What follows belongs to an exercise in optimizing a design on an open flow for small area and a short achievable clock period; a production flow would make more cautious choices.
Only simulation tests tie the RTL to the original design; equivalence was not proved.
Power and IR drop assume default switching activity.

--- flow/design.v ---
module set_store
#(
    parameter int          NUM_SETS = 8,
    parameter logic [31:0] INIT_PC  = 32'h8000_0000
) (
    input  logic          CLK,
    input  logic          nRST,
    input  logic          enq_valid,
    input  logic [127:0]  enq_chunks,
    input  logic [7:0]    enq_valid_mask,
    input  logic [27:0]   enq_after_pc28,
    output logic          stall_enq,
    input  logic          restart,
    input  logic [31:0]   restart_pc,
    input  logic [15:0]   pop_ack,
    input  logic          pop_one,
    input  logic          pop_two,
    output logic [255:0]  head_chunks,
    output logic [27:0]   head_after0_pc28,
    output logic [27:0]   head_after1_pc28,
    output logic [15:0]   head_valid,
    output logic [27:0]   head_pc28
);
    localparam int CHUNKS_PER_SET = 8;
    localparam int IDX_W = $clog2(NUM_SETS);
    logic [127:0] blk_chunks [NUM_SETS];
    logic [27:0]  blk_after  [NUM_SETS];
    logic [NUM_SETS-1:0][CHUNKS_PER_SET-1:0] remain, next_remain;
    logic [IDX_W:0] enq_ptr;
    logic [IDX_W:0] head_ptr, next_head_ptr;
    logic [IDX_W:0] head1_ptr;
    logic [IDX_W:0] occupancy;
    logic           full;
    logic           present0;
    logic           present1;
    logic           enq_fire;
    logic [27:0]    next_head_pc28;
    assign head1_ptr = head_ptr + 1'b1;
    assign occupancy = enq_ptr - head_ptr;
    assign full = (enq_ptr[IDX_W-1:0] == head_ptr[IDX_W-1:0]) & (enq_ptr[IDX_W] != head_ptr[IDX_W]);
    assign present0 = (occupancy != '0);
    assign present1 = (occupancy > 1);
    assign stall_enq = full;
    assign enq_fire = enq_valid & ~full;
    assign head_chunks[127:0]   = blk_chunks[head_ptr[IDX_W-1:0]];
    assign head_chunks[255:128] = blk_chunks[head1_ptr[IDX_W-1:0]];
    assign head_after0_pc28     = blk_after[head_ptr[IDX_W-1:0]];
    assign head_after1_pc28     = blk_after[head1_ptr[IDX_W-1:0]];
    assign head_valid[7:0]  = present0 ? remain[head_ptr[IDX_W-1:0]] : '0;
    assign head_valid[15:8] = present1 ? remain[head1_ptr[IDX_W-1:0]] : '0;
    always_ff @(posedge CLK) begin
        if (enq_fire) begin
            blk_chunks[enq_ptr[IDX_W-1:0]] <= enq_chunks;
            blk_after[enq_ptr[IDX_W-1:0]]  <= enq_after_pc28;
        end
    end
    always_comb begin
        next_remain = remain;
        next_head_ptr = head_ptr;
        next_head_pc28 = head_pc28;
        next_remain[head_ptr[IDX_W-1:0]] = remain[head_ptr[IDX_W-1:0]] & ~pop_ack[7:0];
        next_remain[head1_ptr[IDX_W-1:0]] = remain[head1_ptr[IDX_W-1:0]] & ~pop_ack[15:8];
        if (pop_two) begin
            next_head_ptr = head_ptr + 2'd2;
            next_head_pc28 = head_after1_pc28;
        end else if (pop_one) begin
            next_head_ptr = head1_ptr;
            next_head_pc28 = head_after0_pc28;
        end
        if (enq_fire) begin
            next_remain[enq_ptr[IDX_W-1:0]] = enq_valid_mask;
        end
    end
    always_ff @(posedge CLK or negedge nRST) begin
        if (!nRST) begin
            enq_ptr <= '0;
            head_ptr <= '0;
            head_pc28 <= INIT_PC[31:4];
            remain <= '0;
        end else if (restart) begin
            enq_ptr <= '0;
            head_ptr <= '0;
            head_pc28 <= restart_pc[31:4];
            remain <= '0;
        end else begin
            if (enq_fire) begin
                enq_ptr <= enq_ptr + 1'b1;
            end
            head_ptr <= next_head_ptr;
            head_pc28 <= next_head_pc28;
            remain <= next_remain;
        end
    end
endmodule
module chunk_window
(
    input  logic [255:0] head_chunks,
    input  logic [15:0]  head_valid,
    output logic [15:0]  uncompressed,
    output logic [15:0]  marker
);
    localparam int WINDOW_CHUNKS = 16;
    always_comb begin
        for (int i = 0; i < WINDOW_CHUNKS; i++) begin
            uncompressed[i] = (head_chunks[16*i +: 2] == 2'b11);
        end
    end
    always_comb begin
        marker[0] = head_valid[0];
        for (int i = 1; i < WINDOW_CHUNKS; i++) begin
            marker[i] = head_valid[i] & ~(marker[i-1] & uncompressed[i-1]);
        end
        if (uncompressed[WINDOW_CHUNKS-1]) begin
            marker[WINDOW_CHUNKS-1] = 1'b0;
        end
    end
endmodule
module way_extract
(
    input  logic [255:0] chunks,
    input  logic [15:0]  valid,
    input  logic [15:0]  uncompressed,
    input  logic [15:0]  marker,
    input  logic [27:0]  head_pc28,
    input  logic [27:0]  next_pc28,
    input  logic [15:0]  consumed_in,
    output logic [15:0]  consumed_out,
    output logic         way_valid,
    output logic         way_uncompressed,
    output logic [15:0]  way_lower,
    output logic [15:0]  way_upper,
    output logic [31:0]  way_pc,
    output logic [15:0]  ack
);
    localparam int WINDOW_CHUNKS = 16;
    localparam int WINDOW_IDX_W = 4;
    logic [WINDOW_CHUNKS-1:0] lower_req;
    logic [WINDOW_CHUNKS-1:0] upper_req;
    logic [WINDOW_CHUNKS-1:0] lower_thru;
    logic [WINDOW_IDX_W-1:0]  lower_idx;
    logic [WINDOW_IDX_W-1:0]  upper_idx;
    logic                     lower_found;
    logic                     upper_found;
    logic                     need_upper;
    logic                     way_ok;
    logic [27:0]              pc28;
    always_comb begin
        lower_found = 1'b0;
        lower_idx = '0;
        for (int i = WINDOW_CHUNKS - 1; i >= 0; i--) begin
            if (lower_req[i]) begin
                lower_found = 1'b1;
                lower_idx = WINDOW_IDX_W'(i);
            end
        end
    end
    always_comb begin
        upper_found = 1'b0;
        upper_idx = '0;
        for (int i = WINDOW_CHUNKS - 1; i >= 0; i--) begin
            if (upper_req[i]) begin
                upper_found = 1'b1;
                upper_idx = WINDOW_IDX_W'(i);
            end
        end
    end
    assign lower_req = marker & ~consumed_in;
    always_comb begin
        for (int i = 0; i < WINDOW_CHUNKS; i++) begin
            lower_thru[i] = ~lower_found | (i <= int'(lower_idx));
        end
    end
    assign upper_req = valid & ~lower_thru;
    assign need_upper = uncompressed[lower_idx];
    assign way_ok = lower_found & (~need_upper | upper_found);
    assign pc28 = lower_idx[WINDOW_IDX_W-1] ? next_pc28 : head_pc28;
    always_comb begin
        way_valid = 1'b0;
        way_uncompressed = 1'b0;
        way_lower = '0;
        way_upper = '0;
        way_pc = '0;
        ack = '0;
        if (way_ok) begin
            way_valid = 1'b1;
            way_uncompressed = need_upper;
            way_lower = chunks[16*lower_idx +: 16];
            way_upper = need_upper ? chunks[16*upper_idx +: 16] : '0;
            way_pc = {pc28, lower_idx[WINDOW_IDX_W-2:0], 1'b0};
            ack[lower_idx] = 1'b1;
            if (need_upper) begin
                ack[upper_idx] = 1'b1;
            end
        end
    end
    assign consumed_out = lower_thru;
endmodule
module deq_merge
(
    input  logic [63:0] way_acks,
    input  logic [15:0] valid,
    input  logic        stall_deq,
    output logic [15:0] pop_ack,
    output logic        pop_one,
    output logic        pop_two
);
    localparam int NUM_WAYS = 4;
    localparam int CHUNKS_PER_SET = 8;
    localparam int WINDOW_CHUNKS = 16;
    logic [WINDOW_CHUNKS-1:0]         ack_all;
    logic [1:0][CHUNKS_PER_SET-1:0]   half_valid;
    logic [1:0][CHUNKS_PER_SET-1:0]   half_ack;
    logic [1:0]                       half_done;
    always_comb begin
        ack_all = '0;
        for (int w = 0; w < NUM_WAYS; w++) begin
            ack_all = ack_all | way_acks[16*w +: 16];
        end
        if (stall_deq) begin
            ack_all = '0;
        end
    end
    always_comb begin
        for (int h = 0; h < 2; h++) begin
            half_valid[h] = valid[h*CHUNKS_PER_SET +: CHUNKS_PER_SET];
            half_ack[h] = ack_all[h*CHUNKS_PER_SET +: CHUNKS_PER_SET];
            half_done[h] = (|half_valid[h])
                & ((half_valid[h] & ~half_ack[h]) == '0);
        end
    end
    assign pop_ack = ack_all;
    assign pop_two = half_done[0] & half_done[1];
    assign pop_one = half_done[0] & ~half_done[1];
endmodule
module istream
#(
    parameter int          NUM_SETS = 8,
    parameter logic [31:0] INIT_PC  = 32'h8000_0000
) (
    input  logic          CLK,
    input  logic          nRST,
    input  logic          enq_valid,
    input  logic [127:0]  enq_chunks,
    input  logic [7:0]    enq_valid_mask,
    input  logic [27:0]   enq_after_pc28,
    output logic          stall_enq,
    output logic          deq_valid,
    output logic [3:0]    deq_way_valid,
    output logic [3:0]    deq_way_uncompressed,
    output logic [63:0]   deq_way_lower,
    output logic [63:0]   deq_way_upper,
    output logic [127:0]  deq_way_pc,
    input  logic          stall_deq,
    input  logic          restart,
    input  logic [31:0]   restart_pc
);
    localparam int NUM_WAYS = 4;
    logic [255:0]                head_chunks;
    logic [27:0]                 head_after0_pc28;
    logic [27:0]                 head_after1_pc28;
    logic [15:0]                 head_valid;
    logic [27:0]                 head_pc28;
    logic [15:0]                 uncompressed;
    logic [15:0]                 marker;
    logic [NUM_WAYS:0][15:0]     consumed;
    logic [NUM_WAYS-1:0][15:0]   way_acks;
    logic [15:0]                 pop_ack;
    logic                        pop_one;
    logic                        pop_two;
    set_store #(
        .NUM_SETS (NUM_SETS),
        .INIT_PC  (INIT_PC)
    ) i_set_store (
        .CLK              (CLK),
        .nRST             (nRST),
        .enq_valid        (enq_valid),
        .enq_chunks       (enq_chunks),
        .enq_valid_mask   (enq_valid_mask),
        .enq_after_pc28   (enq_after_pc28),
        .stall_enq        (stall_enq),
        .restart          (restart),
        .restart_pc       (restart_pc),
        .pop_ack          (pop_ack),
        .pop_one          (pop_one),
        .pop_two          (pop_two),
        .head_chunks      (head_chunks),
        .head_after0_pc28 (head_after0_pc28),
        .head_after1_pc28 (head_after1_pc28),
        .head_valid       (head_valid),
        .head_pc28        (head_pc28)
    );
    chunk_window i_chunk_window (
        .head_chunks  (head_chunks),
        .head_valid   (head_valid),
        .uncompressed (uncompressed),
        .marker       (marker)
    );
    assign consumed[0] = '0;
    for (genvar w = 0; w < NUM_WAYS; w++) begin : g_way
        way_extract i_way_extract (
            .chunks           (head_chunks),
            .valid            (head_valid),
            .uncompressed     (uncompressed),
            .marker           (marker),
            .head_pc28        (head_pc28),
            .next_pc28        (head_after0_pc28),
            .consumed_in      (consumed[w]),
            .consumed_out     (consumed[w+1]),
            .way_valid        (deq_way_valid[w]),
            .way_uncompressed (deq_way_uncompressed[w]),
            .way_lower        (deq_way_lower[16*w +: 16]),
            .way_upper        (deq_way_upper[16*w +: 16]),
            .way_pc           (deq_way_pc[32*w +: 32]),
            .ack              (way_acks[w])
        );
    end
    deq_merge i_deq_merge (
        .way_acks  (way_acks),
        .valid     (head_valid),
        .stall_deq (stall_deq),
        .pop_ack   (pop_ack),
        .pop_one   (pop_one),
        .pop_two   (pop_two)
    );
    assign deq_valid = deq_way_valid[0];
endmodule
--- flow/run.sh ---
#!/bin/bash
# synth_recipe.tcl (not shown) runs the flow's synth.tcl, then flattens the netlist and writes it again
# the make line also repeats each setting of config.mk as NAME=value (left out here)
make -C /OpenROAD-flow-scripts/flow DESIGN_CONFIG=/design/flow/config.mk WORK_HOME=/design/flow/orfs CLKGATE_MAP_FILE= SYNTH_SCRIPT=/design/flow/synth_recipe.tcl finish
--- flow/config.mk ---
export PLATFORM = sky130hd
export DESIGN_NAME = istream
export DESIGN_NICKNAME = istream
export VERILOG_FILES = /design/flow/design.v
export SDC_FILE = /design/flow/constraint.sdc
export NUM_CORES = 4
export LEC_CHECK = 0
export CAP_MARGIN = 30
export CORE_MARGIN = 2
export CORE_UTILIZATION = 25
export SLEW_MARGIN = 30
--- flow/constraint.sdc ---
create_clock -name core_clock -period 16.0 [get_ports {CLK}]
set_input_delay 3.2000 -clock core_clock [delete_from_list [all_inputs] [get_ports {CLK}]]
set_output_delay 3.2000 -clock core_clock [all_outputs]
set_load 0.01 [all_outputs]
==> flow_summary.toml <==
[route]
antenna_left = 0
vias = 81061
drtIter0Drc = 12197
viasPerCell = 5.917
firstDrtPassIters = 13
drt_wl_total_um = 429800
routedWlPerCell_um = 31.37
remaining_drc_errors = 0

[synth]
synth_edf_count = 1248
synth_top_cell_by_area = "edfxtp_1"
yosysSeqAreaShare_pct = 43.86
yosys-top-cells-area = "edfxtp_1, mux4_2, nand2_1"
ys_top_cells_by_count = "nand2_1, edfxtp_1, nor2_1, mux4_2, a21oi_1"
yosysMostFrequentCell = "nand2_1"
async_flop_share_pct = 7.418
yosys.area.top_type_share_pct = 41.12
netlist_area_um2 = 91140
yosys_most_used_dff = "edfxtp_1"
synth_cell_types = 133
yosys_register_bits = 1348
avgSynthCellArea_um2 = 10.82
synthCells = 8424
synth-warning-count = 4

[min_path]
holdPathEnd = "i_set_store.enq_ptr[3]"
hold_class = "reg -> reg"
hold_depth = 2
hold_path_startpoint = "i_set_store.enq_ptr[3]"

[layout]
utilization_pct = 29.98
fillCellCount = 36679
syn2layout_area_growth_pct = 19.26
drive_gt1_share_pct = 19.66
postLayoutCellArea_um2 = 108700
final_cells = 13699
final_net_count = 9030

[power]
comb_power_share_pct = 61.4
pwr-share-seq_pct = 21.1
p_per_area_nw_per_um2 = 177.5
leakagePower_nw = 35.91
power.total_mw = 19.29
peakVddDrop_mv = 0.1363
p_sw_share_pct = 48.81
switching_power_mw = 9.415
p_clk_share_pct = 17.6
p_int_mw = 9.873

[clock_network]
cts_buffer_depth = 4
worstSkewPairLatency_ns = 0.91
clkTransAtPathRegs_ns = 0.06
cts_hold_buf = 0
cts-root-buf = "clkbuf_16"
clock-sinks = 1348
cts_buffers = 150
htreeDepth = 4
cts_tree = "yes"

[floorplan]
dieArea_um2 = 369400
die_x_um = 607.8
die_h_um = 607.8
start_util_pct = 25.14
fp-row-count = 221
core_um2 = 362500
ios = 467

[timing]
period_share_pct = 98.08
fmax_ghz = 0.06372
worst_pin_slew_ns = 1.120
timing.hold.ws_ns = 0.5798
setup_ws_ns = 0.3070
finClkSkew_ns = 0.1015
setup_violations = 0
maxSlewViolCount = 0
fin_setup_tns_ns = 0
relSlewSlack_pct = 25.34
hold_viol_final = 0
finalCriticalPeriod_ns = 15.69

[placement]
dp_cells = 13360
place_ws_ns = 0.03433
place.gp.congestion = 1.025
port_buffers = 458
dpl_cell_area_um2 = 102900
dpl.hpwl_um = 295500

[worst_setup_path]
worst_path_most_repeated_cell = "nand2_1"
critPathMaxFanout = 45
arrival_ns = 12.49
cp_data_required_time_ns = 12.80
crit_family = "compound AO/OA/AOI/OAI gates"
critPathCaptureType = "output port"
max_stage_delay_ns = 0.60
crit_cells = 56
rrSetupSlack_ns = 2.34
critPathSlowestCell = "clkdlybuf4s50_1"
critPathKind = "reg -> out"
worst-path-buf-inv = 13
r2r_start = "i_set_store.head_ptr[0]"
start_kind = "flip-flop"
reg2reg_depth = 58
reg2reg_to = "i_set_store.head_pc28[6]"

[outcome]
status = "timing/DRC/antenna clean"

[grt]
grt_usage_pct = 22.18
grt_pass1_wl_um = 589700
grt_start_max_net_pins = 159
antenna_found_initial = 88
grt_pass1_vias = 74379
grt-ovfl-total = 0

[job]
cap_violations = 0
-- power groups by stage --
stage          clock network [mW]  logic (mW)  registers [mW]
2_1_floorplan                   0        6.71            4.12
3_3_place_gp                    0        11.0            4.13
3_5_place_dp                    0        11.1            4.14
4_1_cts                      3.43        11.2            4.06
5_1_grt                      3.55        12.3            4.07
6_report                     3.39        11.8            4.06
-- sequential cells by signal, indices dropped and copies added (netlist names) --
register	count
i_set_store.blk_chunks	1024
i_set_store.blk_after	224
i_set_store.enq_ptr	4
i_set_store.remain	64
i_set_store.head_ptr	4
i_set_store.head_pc28	28
-- worst register-to-register path: cells and delay by family, from the launching register on --
| family | cells | cell delay [ns] |
|---|---|---|
| mux | 1 | 0.53 |
| fa+ha+maj | 6 | 1.53 |
| buf+inv | 11 | 2.13 |
| simple gates | 19 | 3.82 |
| compound gates | 21 | 5.03 |
| flops | 1 | 0.50 |
-- logic make-up after synthesis --
logic type	count (synthesis)	share of synthesized area [%]
flops	1348	43.86
fa+ha+maj	62	0.8594
compound gates	2393	18.26
simple gates	2738	12.56
mux	1030	20.52
xor+xnor	13	0.1332
buf+inv	839	3.797
other cells	1	0.004114
-- worst max path at each step --
stage / slack (ns) / from / to
3_5_place_dp: 0.03 / i_set_store.head_ptr[2] / deq_way_upper[52]
4_1_cts: 0.008 / i_set_store.head_ptr[0] / deq_way_upper[53]
3_3_place_gp: 0.13 / i_set_store.head_ptr[2] / deq_way_upper[52]
6_report: 0.31 / i_set_store.head_ptr[0] / deq_way_upper[53]
5_1_grt: -0.08 / i_set_store.head_ptr[0] / deq_way_upper[49]
2_1_floorplan: -0.02 / i_set_store.head_ptr[2] / deq_way_upper[49]
-- cell type report --
type / count / area [µm²] / area share [%]
Multi-Input combinational cell: 6241 / 48750 / 44.85
Sequential cell: 1348 / 39990 / 36.79
Timing Repair Buffer: 925 / 8803 / 8.099
Tap cell: 4794 / 5998 / 5.519
Clock buffer: 183 / 3940 / 3.625
Clock inverter: 74 / 704.4 / 0.6481
Inverter: 101 / 420.4 / 0.3868
Antenna cell: 33 / 82.58 / 0.07598
-- what timing repair did --
item,4_1_cts,5_1_grt
resized for setup,16,77
cloned,3,6
setup endpoints to repair,55,56
pin swaps,6,22
buffers inserted,13,24
-- cell usage in the layout (no fill, tap or decap), drive strengths merged, types with 48 or more instances in the layout --
cell type      netlist  layout
o211ai             379     379
o311ai              62      62
a22oi               57      57
edfxtp            1248    1248
nand2             1371    1371
clkinv               3      50
a211oi             354     354
a311oi              48      48
nand3              129     129
a31oi               90      90
o21ai              421     421
buf                213     484
nor3               152     152
o22ai               87      87
and2                57      57
nor2               840     840
mux4               668     668
clkdlybuf4s50        0     427
a21oi              534     534
clkbuf             525     190
mux2i              339     339
ha                  61      61
dfrtp               99      99
inv                 98     104
-- routing by layer --
| layer | vias to the layer above | part of all wire [%] | GRT usage, % |
|---|---|---|---|
| met1 | 39968 | 36 | 26.84 |
| met5 | - | 0.093 | 0 |
| met2 | 5780 | 43 | 33.23 |
| li1 | 33737 | - | - |
| met4 | 62 | 8.8 | 15.76 |
| met3 | 1514 | 12 | 7.213 |

## re-timing with driven ports
Ports are ideal in the flow. The routed layout listed here was re-timed in OpenROAD. Step 1 assumes that a clkbuf_16 drives the clock port and a buf_2 every other input. Step 2 also shifts input and output timing later by t, the mid clock arrival at the registers, as if the neighbouring blocks saw the same clock. Three values: ideal ports, drivers, drivers and shift; two values: the first two.
t, ns: 0.923
setup WS [ns]: 0.307 / 0.213 / 1.136
worst register clock-pin slew, ns: 0.10 / 0.10
After both steps setup and hold are still met in this run. The setup slack of this run moves by -0.094 ns with the drivers and by +0.829 ns with both steps.
